This is an optimization exercise on Yosys and OpenROAD, whose aim is small area, a short achievable clock period and few clock cycles per item, not a production implementation.
In this exercise RTL edits were held to simulation tests only and were not proved equivalent to the original.
Power figures rest on the tool's default switching activity, not on a simulated workload.

== run a ==
// ekf_slam_core
module ekf_slam_core (
  input  logic          clk,
  input  logic          sys_rst,
  input  logic          i_stage_valid,
  input  logic [76:0]   i_stage_cmd,
  input  logic [31:0]   i_plb_dout,
  input  logic          i_nl_done,
  input  logic [191:0]  i_nl_result,
  output logic          o_stage_ready,
  output logic          o_plb_en,
  output logic          o_plb_we,
  output logic [31:0]   o_plb_addr,
  output logic [31:0]   o_plb_din,
  output logic          o_nl_init,
  output logic [2:0]    o_nl_stage,
  output logic [159:0]  o_nl_operand
);
  logic [2:0]  in_stage;
  logic [9:0]  in_lk;
  logic [31:0] in_rk, in_phi;
  assign in_stage = i_stage_cmd[76:74];
  assign in_lk    = i_stage_cmd[73:64];
  assign in_rk    = i_stage_cmd[63:32];
  assign in_phi   = i_stage_cmd[31:0];
  logic in_prd, in_new, in_upd, in_legal;
  assign in_prd   = (in_stage == 3'd1);
  assign in_new   = (in_stage == 3'd2);
  assign in_upd   = (in_stage == 3'd3);
  assign in_legal = in_prd | in_new | in_upd;
  logic [31:0] r0, r1, r2, r3;
  assign r0 = i_nl_result[191:160];
  assign r1 = i_nl_result[159:128];
  assign r2 = i_nl_result[127:96];
  assign r3 = i_nl_result[95:64];
  logic        nl_busy;
  logic        def_pend;
  logic        c_prd, c_new, c_upd;
  ...
Size in the first run: about 1,700 cells after synthesis, ~540 I/O pins, about 0.018 mm² of cells after synthesis.
Settings: LEC_CHECK=0, CAP_MARGIN=20, CORE_MARGIN=2, CORE_UTILIZATION=40, SETUP_SLACK_MARGIN=1.0, SLEW_MARGIN=20; clock period 5.0 ns.
standard.sh (not shown) runs the stock make flow with config.mk's settings and CLKGATE_MAP_FILE= SYNTH_SCRIPT=/design/flow/synth_recipe.tcl, a recipe that flattens the netlist after the stock synthesis.
==> flow/flow/run.sh <==
#!/bin/bash
# Standard layout, with plain buffers (buf_1) on the ports in place of the
# delay buffers buffer_ports picks by default.
set -euo pipefail
export BUFFER_PORTS_ARGS="-buffer_cell sky130_fd_sc_hd__buf_1"
bash standard.sh > standard.log 2>&1
Testbench counts of run a, summed over its fixed seeds: cycles 11,126, commands 1,920.
## Diff of input files: run b against run a
- SETUP_SLACK_MARGIN now 1.2, was 1.0
- SYNTH_HIERARCHICAL now 1, previously not set
- CORE_UTILIZATION now 55, was 40
--- outcome ---
Compared to run a, run b has inverter count about 40% higher.
Comparing fraction of area in multi-input gates for run b and run a, the bigger number came from run b.
Going from run a to run b, total power grew by a few percent.
The final reports for run b and run a show register-to-register slack higher in the former.
Run b vs run a: share of total power in sequential cells down


Starting RTL as in the previous note.
==> flow/config.mk <==
export PLATFORM = sky130hd
export DESIGN_NAME = ekf_slam_core
export DESIGN_NICKNAME = ekf_slam_core
export VERILOG_FILES = /design/flow/design.v
export SDC_FILE = /design/flow/constraint.sdc
export NUM_CORES = 4
export LEC_CHECK = 0
export CAP_MARGIN = 20
export CORE_MARGIN = 2
export CORE_UTILIZATION = 40
export SETUP_SLACK_MARGIN = 1.35
export SLEW_MARGIN = 20
export SYNTH_HIERARCHICAL = 1
==> flow/constraint.sdc <==
create_clock -name core_clock -period 5.0 [get_ports {clk}]
set_input_delay 1.0000 -clock core_clock [delete_from_list [all_inputs] [get_ports {clk}]]
set_output_delay 1.0000 -clock core_clock [all_outputs]
set_load 0.01 [all_outputs]
Scripts as last shown in full above: flow/flow/run.sh
The starting point finished clean.
Testbench counts at the start, summed over its fixed seeds: cycles 11,126, commands 1,920.
==> next run, changes <==
--- a/flow/config.mk
+++ b/flow/config.mk
@@ -10,3 +10,3 @@
 export CORE_UTILIZATION = 40
-export SETUP_SLACK_MARGIN = 1.35
+export SETUP_SLACK_MARGIN = 1.2
 export SLEW_MARGIN = 20
Outcome: Worst setup slack gets worse by 0.052 ns; clock power is lower by a few percent; area after synthesis does not change; design area is lower by a few percent.


## job 9757
Another version of the RTL of ekf_slam_core (not shown whole).
Size in the first run: roughly 1700 cells after synthesis, ~18000 µm² of cells after synthesis.
## ekf_slam_core
module ekf_slam_core (
  input  logic          clk,
  input  logic          sys_rst,
  input  logic          i_stage_valid,
  input  logic [76:0]   i_stage_cmd,
  input  logic [31:0]   i_plb_dout,
  input  logic          i_nl_done,
  input  logic [191:0]  i_nl_result,
  output logic          o_stage_ready,
  output logic          o_plb_en,
  output logic          o_plb_we,
  output logic [31:0]   o_plb_addr,
  output logic [31:0]   o_plb_din,
  output logic          o_nl_init,
  output logic [2:0]    o_nl_stage,
  output logic [159:0]  o_nl_operand
);
clock: 5.0 ns
lec_check: 0
cap_margin: 0
core_margin: 2
core_utilization: 40
setup_slack_margin: 1.2
slew_margin: 0
Scripts as last shown in full above: flow/flow/run.sh
Testbench counts of job 9757, summed over its fixed seeds: cycles 11,126, commands 1,920.
Inputs modified between job 9757 and job 5877:
-- flow/config.mk --
<<< job 9757, line 7
export LEC_CHECK = 0
export CAP_MARGIN = 0
export CORE_MARGIN = 2
>>> job 5877, line 7
export LEC_CHECK = 0
export ABC_AREA = 1
export CAP_MARGIN = 20
export CORE_MARGIN = 2
<<< job 9757, line 11
export SETUP_SLACK_MARGIN = 1.2
export SLEW_MARGIN = 0
>>> job 5877, line 12
export SETUP_SLACK_MARGIN = 1.2
export SLEW_MARGIN = 20
Findings:
Job 5877 did not stop at any stage, and its layout met the timing, DRC and antenna checks. Job 5877: power consumed by combinational cells lower than job 9757. As of job 5877, fmax had risen slightly compared to job 9757. Summary of job 5877 over job 9757: largest vdd supply drop fell 14%, clock buffer count from CTS went up, number of distinct standard cells referenced by the synthesized netlist now smaller, post-layout worst setup margin now larger. Comparing job 9757 and job 5877, the higher portion of the layout cell area used by clock cells is on job 5877. Total power grows slightly when moving from job 9757 to job 5877. Measured against each other, job 9757 and job 5877 differ in post-route clock period utilization, the higher figure coming from job 9757.
Setup changes, job 5877 to job 1424
-- flow/config.mk --
<<< job 5877, line 7
export LEC_CHECK = 0
export ABC_AREA = 1
export CAP_MARGIN = 20
>>> job 1424, line 7
export LEC_CHECK = 0
export CAP_MARGIN = 20
<<< job 5877, line 11
export CORE_UTILIZATION = 40
export SETUP_SLACK_MARGIN = 1.2
export SLEW_MARGIN = 20
>>> job 1424, line 10
export CORE_UTILIZATION = 40
export SETUP_SLACK_MARGIN = 1.0
export SLEW_MARGIN = 20
Results
From job 5877 to job 1424 the numbers moved as follows: synthesized cell count went down 676, clock period minus final worst setup slack shows an increase of 0.28 ns, fraction of final layout cells sized beyond drive strength 1 saw an increase, share of the clock period used by the worst path moved up.
Taking job 5877 as the reference point, the internal power component of job 1424 falls by 1.8%.
Per the comparison of job 1424 with job 5877, first-pass GRT wire length now sits lower; wire length on met3 now sits lower; number of antenna violations at the first check in global routing now sits higher; power attributed to combinational cells now sits lower.
When job 1424 is measured against job 5877, its final core area utilization turns out 0.37 points higher.
Compared to job 5877, job 1424 has multi-input combinational cell area 270 µm² lower.
For job 4610, these inputs were changed with respect to job 1424:
-- flow/config.mk --
<<< job 1424, line 9
export CORE_MARGIN = 2
export CORE_UTILIZATION = 40
export SETUP_SLACK_MARGIN = 1.0
export SLEW_MARGIN = 20
>>> job 4610, line 9
export CORE_MARGIN = 2
export CORE_UTILIZATION = 60
export SETUP_SLACK_MARGIN = 1.2
export SLEW_MARGIN = 20
### Flow results
- Job 1424 → job 4610: leakage power comparable; total of clock buffers placed in the layout grew by 1; total buffers and inverters traversed by the critical path increased 1; met2 wire length moved down; non-clock buffer count has remained practically unchanged.
- Job 1424 reports its highest metal layer used by the detailed router as met4 while job 4610 reports met5.

## port drivers added, routing unchanged
How much do the figures lean on ideal ports? The routed layouts below were timed once more, with nothing changed but the port constraints. Step 1: set_driving_cell puts a clkbuf_16 on clk and a buf_2 on each other input, an assumption about the parent block. Step 2, shift: input delay + t, output delay - t, t = (earliest + latest rising clock arrival at the registers) / 2. This alone moves slack from input paths to output paths. Slacks: ideal ports / drivers / drivers and shift; pairs: ideal ports / drivers.
run | t (ns) | slack for setup (ns) | worst slew at a driven data input, ns
run a | 0.598 | 0.974 / 0.917 / 0.550 | 0.09
run b | 0.643 | 1.238 / 1.182 / 0.857 | 0.09
the first run of note 2 | 0.601 | 1.237 / 1.176 / 0.947 | 0.10
the second run of note 2 | 0.599 | 1.185 / 1.128 / 0.836 | 0.09
job 9757 | 0.591 | 1.278 / 1.222 / 0.895 | 0.10
job 5877 | 0.605 | 1.341 / 1.283 / 0.868 | 0.09
job 1424 | 0.595 | 1.061 / 1.006 / 0.738 | 0.09
job 4610 | 0.612 | 1.286 / 1.235 / 0.880 | 0.10
After both steps every run listed still meets setup and hold. The setup slack of job 5877, which loses most, moves by -0.058 ns with the drivers and by -0.473 ns with both steps.
